This design comes from an exercise in tuning for small area on the open sky130 flow, not from production work. RTL that was checked went through simulation tests only; none was proved equivalent to the original. The clock port is modelled as an ideal driver, which makes a skipped or thinned clock tree look cheaper than it is; a real chip needs a root buffer or a tree. No activity file was given, so power comes from the tool's default toggle rates.

## job 8875
## analogizer_top
module analogizer_top (
	input  logic       i_clk,
	input  logic       i_rst,
	input  logic       i_ena,
	input  logic [1:0] i_video_mode,
	input  logic [7:0] i_r,
	input  logic [7:0] i_g,
	input  logic [7:0] i_b,
	input  logic       i_hsync,
	input  logic       i_vsync,
	input  logic       i_csync,
	input  logic       i_blank_n,
	input  logic       i_ce_pix,
	input  logic       i_poll_req,
	input  logic [7:4] i_bank0_in,
	output logic       o_poll_ack,
	output logic       o_busy,
	output logic [15:0] o_p1_buttons,
	output logic [15:0] o_p2_buttons,
	output logic [7:0] o_bank1_out,
	output logic [7:0] o_bank2_out,
	output logic [7:0] o_bank3_out,
	output logic       o_bank1_dir,
	output logic       o_bank2_dir,
	output logic       o_bank3_dir
);
For scale: roughly 100 I/O pins, about 7400 um^2 of cells after synthesis.
==> module analogizer_top, before the edit <==
module analogizer_top (
	input  logic       i_clk,
	input  logic       i_rst,
	input  logic       i_ena,
	input  logic [1:0] i_video_mode,
	input  logic [7:0] i_r,
	input  logic [7:0] i_g,
	input  logic [7:0] i_b,
	input  logic       i_hsync,
	input  logic       i_vsync,
	input  logic       i_csync,
	input  logic       i_blank_n,
	input  logic       i_ce_pix,
	input  logic       i_poll_req,
	input  logic [7:4] i_bank0_in,
	output logic       o_poll_ack,
	output logic       o_busy,
	output logic [15:0] o_p1_buttons,
	output logic [15:0] o_p2_buttons,
	output logic [7:0] o_bank1_out,
	output logic [7:0] o_bank2_out,
	output logic [7:0] o_bank3_out,
	output logic       o_bank1_dir,
	output logic       o_bank2_dir,
	output logic       o_bank3_dir
);
	logic m0, m2, m3, pass_rg;
	logic [7:0] r_in_n, g_in, b_in_n, g_sub_n;
	logic [8:0] a_n, b_n, a_cn, b_cn;
	assign m0 = i_video_mode == 2'd0;
	assign m2 = i_video_mode == 2'd2;
	assign m3 = i_video_mode == 2'd3;
	assign pass_rg = i_blank_n && !m3;
	assign r_in_n  = ~(pass_rg ? i_r : 8'd0);
	assign g_in    = pass_rg ? i_g : 8'd0;
	assign b_in_n  = ~(m3 ? 8'hff : (i_blank_n ? i_b : 8'd0));
	assign g_sub_n = ~(m2 ? ~g_in : 8'h00);
	assign a_cn[0] = !m2;
	assign b_cn[0] = 1'b1;
	genvar gi;
	generate
		for (gi = 0; gi < 8; gi++) begin : g_sub_ripple
			analogizer_fa u_fa_a (.i_a(r_in_n[gi]), .i_b(g_sub_n[gi]), .i_c(a_cn[gi]), .o_s(a_n[gi]), .o_c(a_cn[gi + 1]));
			analogizer_fa u_fa_b (.i_a(b_in_n[gi]), .i_b(g_sub_n[gi]), .i_c(b_cn[gi]), .o_s(b_n[gi]), .o_c(b_cn[gi + 1]));
		end
	endgenerate
	assign a_n[8] = a_cn[8];
	assign b_n[8] = b_cn[8];
	logic [8:0] s1_an, s1_bn;
	logic [7:0] s1_g;
	logic s1_m2, s1_hs, s1_vs, s1_bl, s1_pix;
	always_ff @(posedge i_clk) begin
		s1_an  <= a_n;
		s1_bn  <= b_n;
		s1_g   <= g_in;
		s1_m2  <= m2;
		s1_hs  <= m0 ? i_csync : (m3 ? i_hsync : 1'b1);
		s1_vs  <= m0 ? 1'b1 : (m3 ? i_vsync : i_csync);
		s1_bl  <= i_blank_n || m2;
		s1_pix <= i_ce_pix;
	end
	logic [5:0] y6, pb6_n, pr6;
	ypbpr_converter u_ypbpr (
		.i_an(s1_an), .i_bn(s1_bn), .i_g(s1_g),
		.o_y(y6), .o_pb_n(pb6_n), .o_pr(pr6)
	);
	logic [5:0] s2_r_n, s2_g_n, s2_b_n;
	logic s2_hs, s2_vs, s2_bl, s2_pix;
	logic rst_q, rst_seen;
	always_ff @(posedge i_clk) begin
		s2_r_n <= s1_m2 ? ~pr6 : s1_an[7:2];
		s2_g_n <= ~(s1_m2 ? y6 : s1_g[7:2]);
		s2_b_n <= s1_m2 ? pb6_n : s1_bn[7:2];
		s2_hs  <= s1_hs;
		s2_vs  <= s1_vs;
		s2_bl  <= s1_bl;
		s2_pix <= s1_pix;
		rst_q    <= i_rst;
		rst_seen <= i_rst || rst_q;
	end
	logic [7:0] step;
	logic idle, done, busy, in_bits, sample, snac_latch, snac_pad_clk;
	logic [16:0] ring1, ring2;
	assign idle    = &step;
	assign done    = step == 8'd136;
	assign busy    = !step[7] || (step[6:3] == 4'd0);
	assign in_bits = busy && (step[7:3] != 5'd0);
	assign sample  = in_bits && (step[2:0] == 3'd3);
	assign snac_latch   = step[7:3] == 5'd0;
	assign snac_pad_clk = in_bits && step[2];
	assign o_poll_ack   = done;
	assign o_busy       = busy;
	always_ff @(posedge i_clk) begin
		if (i_rst)
			step <= 8'hff;
		else if (busy || (idle && i_poll_req))
			step <= step + 8'd1;
		else if (done && !i_poll_req)
			step <= 8'hff;
	end
	always_ff @(posedge i_clk) begin
		ring1 <= {ring1[15:0], sample ? ~i_bank0_in[6] : ring1[16]};
		ring2 <= {ring2[15:0], sample ? ~i_bank0_in[5] : ring2[16]};
	end
	always_ff @(posedge i_clk) begin
		if (i_rst) begin
			o_p1_buttons <= '0;
			o_p2_buttons <= '0;
		end else if (step == 8'd135) begin
			for (int k = 0; k < 16; k++) begin
				o_p1_buttons[k] <= ring1[(123 - 8 * k) % 17];
				o_p2_buttons[k] <= ring2[(123 - 8 * k) % 17];
			end
		end
	end
	logic pins_on, pins_next, vid_on;
	assign pins_next = !i_rst && i_ena;
	assign vid_on    = pins_next && !rst_seen;
	always_ff @(posedge i_clk) begin
		pins_on <= pins_next;
		o_bank3_out <= {~(s2_r_n | {6{!vid_on}}), s2_hs & vid_on, pins_next & (rst_seen | s2_vs)};
		o_bank2_out <= {~(s2_b_n[0] | !vid_on), s2_bl & vid_on, ~(s2_g_n | {6{!vid_on}})};
		o_bank1_out <= {snac_pad_clk & pins_next, snac_latch & pins_next, s2_pix & vid_on, ~(s2_b_n[5:1] | {5{!vid_on}})};
	end
	assign o_bank1_dir = pins_on;
	assign o_bank2_dir = pins_on;
	assign o_bank3_dir = pins_on;
endmodule
clock: 10.0 ns
lec_check: 0
cap_margin: 20
core_margin: 2
core_utilization: 40
slew_margin: 20
synth_hierarchical: 1
standard.sh (not shown) runs the stock make flow with config.mk's settings and CLKGATE_MAP_FILE= SYNTH_SCRIPT=/design/flow/synth_recipe.tcl, a recipe that flattens the netlist after the stock synthesis.
==> flow/flow/run.sh <==
#!/bin/bash
# The standard layout, with the smallest buffer on every port and a clock
# tree built by hand (flow/manual_cts.tcl) in place of TritonCTS. Each tool's
# output is in the ORFS logs under orfs/logs; make's own output is in flow.log.
set -euo pipefail
export BUFFER_PORTS_ARGS="-buffer_cell sky130_fd_sc_hd__buf_1"
export PRE_CTS_TCL="$PWD/flow/manual_cts.tcl"
export CLK_TREE_N=8
export CLK_ROOT_BUF=sky130_fd_sc_hd__clkbuf_8
export CLK_TREE_BUF=sky130_fd_sc_hd__clkbuf_8
export POST_CTS_TCL="$PWD/flow/post_cts.tcl"
bash standard.sh > flow.log 2>&1
Other scripts of this flow, unchanged in this note and not shown: flow/flow/manual_cts.tcl, flow/flow/post_cts.tcl
The inputs of job 7855 differ from those of job 8875 as listed below.
--- a/flow/design.v
+++ b/flow/design.v
@@ -333,24 +333,21 @@
 		rst_seen <= i_rst || rst_q;
 	end
 	logic [7:0] step;
-	logic idle, done, busy, in_bits, sample, snac_latch, snac_pad_clk;
+	logic idle, done, busy, sample, snac_latch, snac_pad_clk;
 	logic [16:0] ring1, ring2;
-	assign idle    = &step;
-	assign done    = step == 8'd136;
-	assign busy    = !step[7] || (step[6:3] == 4'd0);
-	assign in_bits = busy && (step[7:3] != 5'd0);
-	assign sample  = in_bits && (step[2:0] == 3'd3);
-	assign snac_latch   = step[7:3] == 5'd0;
-	assign snac_pad_clk = in_bits && step[2];
+	assign idle    = !step[7] && step[6] && !step[3];
+	assign done    = !step[7] && !step[6];
+	assign busy    = step[7] || (step[6] && step[3]);
+	assign sample  = step[7] && (step[2:0] == 3'd3);
+	assign snac_latch   = !step[7] && step[3];
+	assign snac_pad_clk = step[7] && step[2];
 	assign o_poll_ack   = done;
 	assign o_busy       = busy;
 	always_ff @(posedge i_clk) begin
-		if (i_rst)
-			step <= 8'hff;
+		if (i_rst || (done && !i_poll_req))
+			step <= 8'd119;
 		else if (busy || (idle && i_poll_req))
 			step <= step + 8'd1;
-		else if (done && !i_poll_req)
-			step <= 8'hff;
 	end
 	always_ff @(posedge i_clk) begin
 		ring1 <= {ring1[15:0], sample ? ~i_bank0_in[6] : ring1[16]};
@@ -360,7 +357,7 @@
 		if (i_rst) begin
 			o_p1_buttons <= '0;
 			o_p2_buttons <= '0;
-		end else if (step == 8'd135) begin
+		end else if (&step) begin
 			for (int k = 0; k < 16; k++) begin
 				o_p1_buttons[k] <= ring1[(123 - 8 * k) % 17];
 				o_p2_buttons[k] <= ring2[(123 - 8 * k) % 17];
[summary]
Worst setup margin in job 7855 is 0.027 ns below job 8875. [job 7855] transition time at the pin with the least slew margin fell 0.011 ns relative to job 8875. Routed wire length per instance was lower in the run labelled job 8875. On cell area after technology mapping, the higher figure sits with job 7855, not job 8875. Launch point of the critical path: s1_an[7] -> job 7855, s1_an[4] -> job 8875. Job 8875 → job 7855: die area moved up; post-detailed-routing wire length up 1.4%. Comparing job 8875 and job 7855, the lower power was measured on job 8875. NOTE: proportion of synthesized chip area in sequential cells in job 7855 falls short of that of job 8875. Synthesized cell count (lower): job 7855. Taking job 7855 as 1.0, job 8875 lands at 1.13 on number of library cell types mapped by synthesis.
For job 7855, only the layout was checked, not whether the RTL still works. In every run of this note, the design's own scripts or RTL, not TritonCTS, make the clock network.

## port drivers added, routing unchanged
The results above use ideal ports. As a check the final layouts listed here were re-extracted and re-timed, cells and wires unchanged.
Step 1 sets driving cells, clkbuf_16 on the clock port and buf_2 on the other inputs (assumed; they add their load-dependent delay and slew).
Step 2 moves the port delays by t, midway between the first and last clock arrival at a register: inputs arrive t later, outputs are due t later. That takes back most of the time a late clock gives input paths.
Three values: no drivers, after step 1, after step 2; two values: the first two.
| run | shift t [ns] | setup slack, ns | clock arrival spread, ns |
|---|---|---|---|
| job 8875 | 0.425 | 3.604 / 3.604 / 3.462 | 0.009 / 0.009 |
| job 7855 | 0.429 | 3.577 / 3.577 / 3.489 | 0.018 / 0.018 |
After both steps every run listed still meets setup and hold. The setup slack of job 8875, which loses most, moves by 0.000 ns with the drivers and by -0.142 ns with both steps.
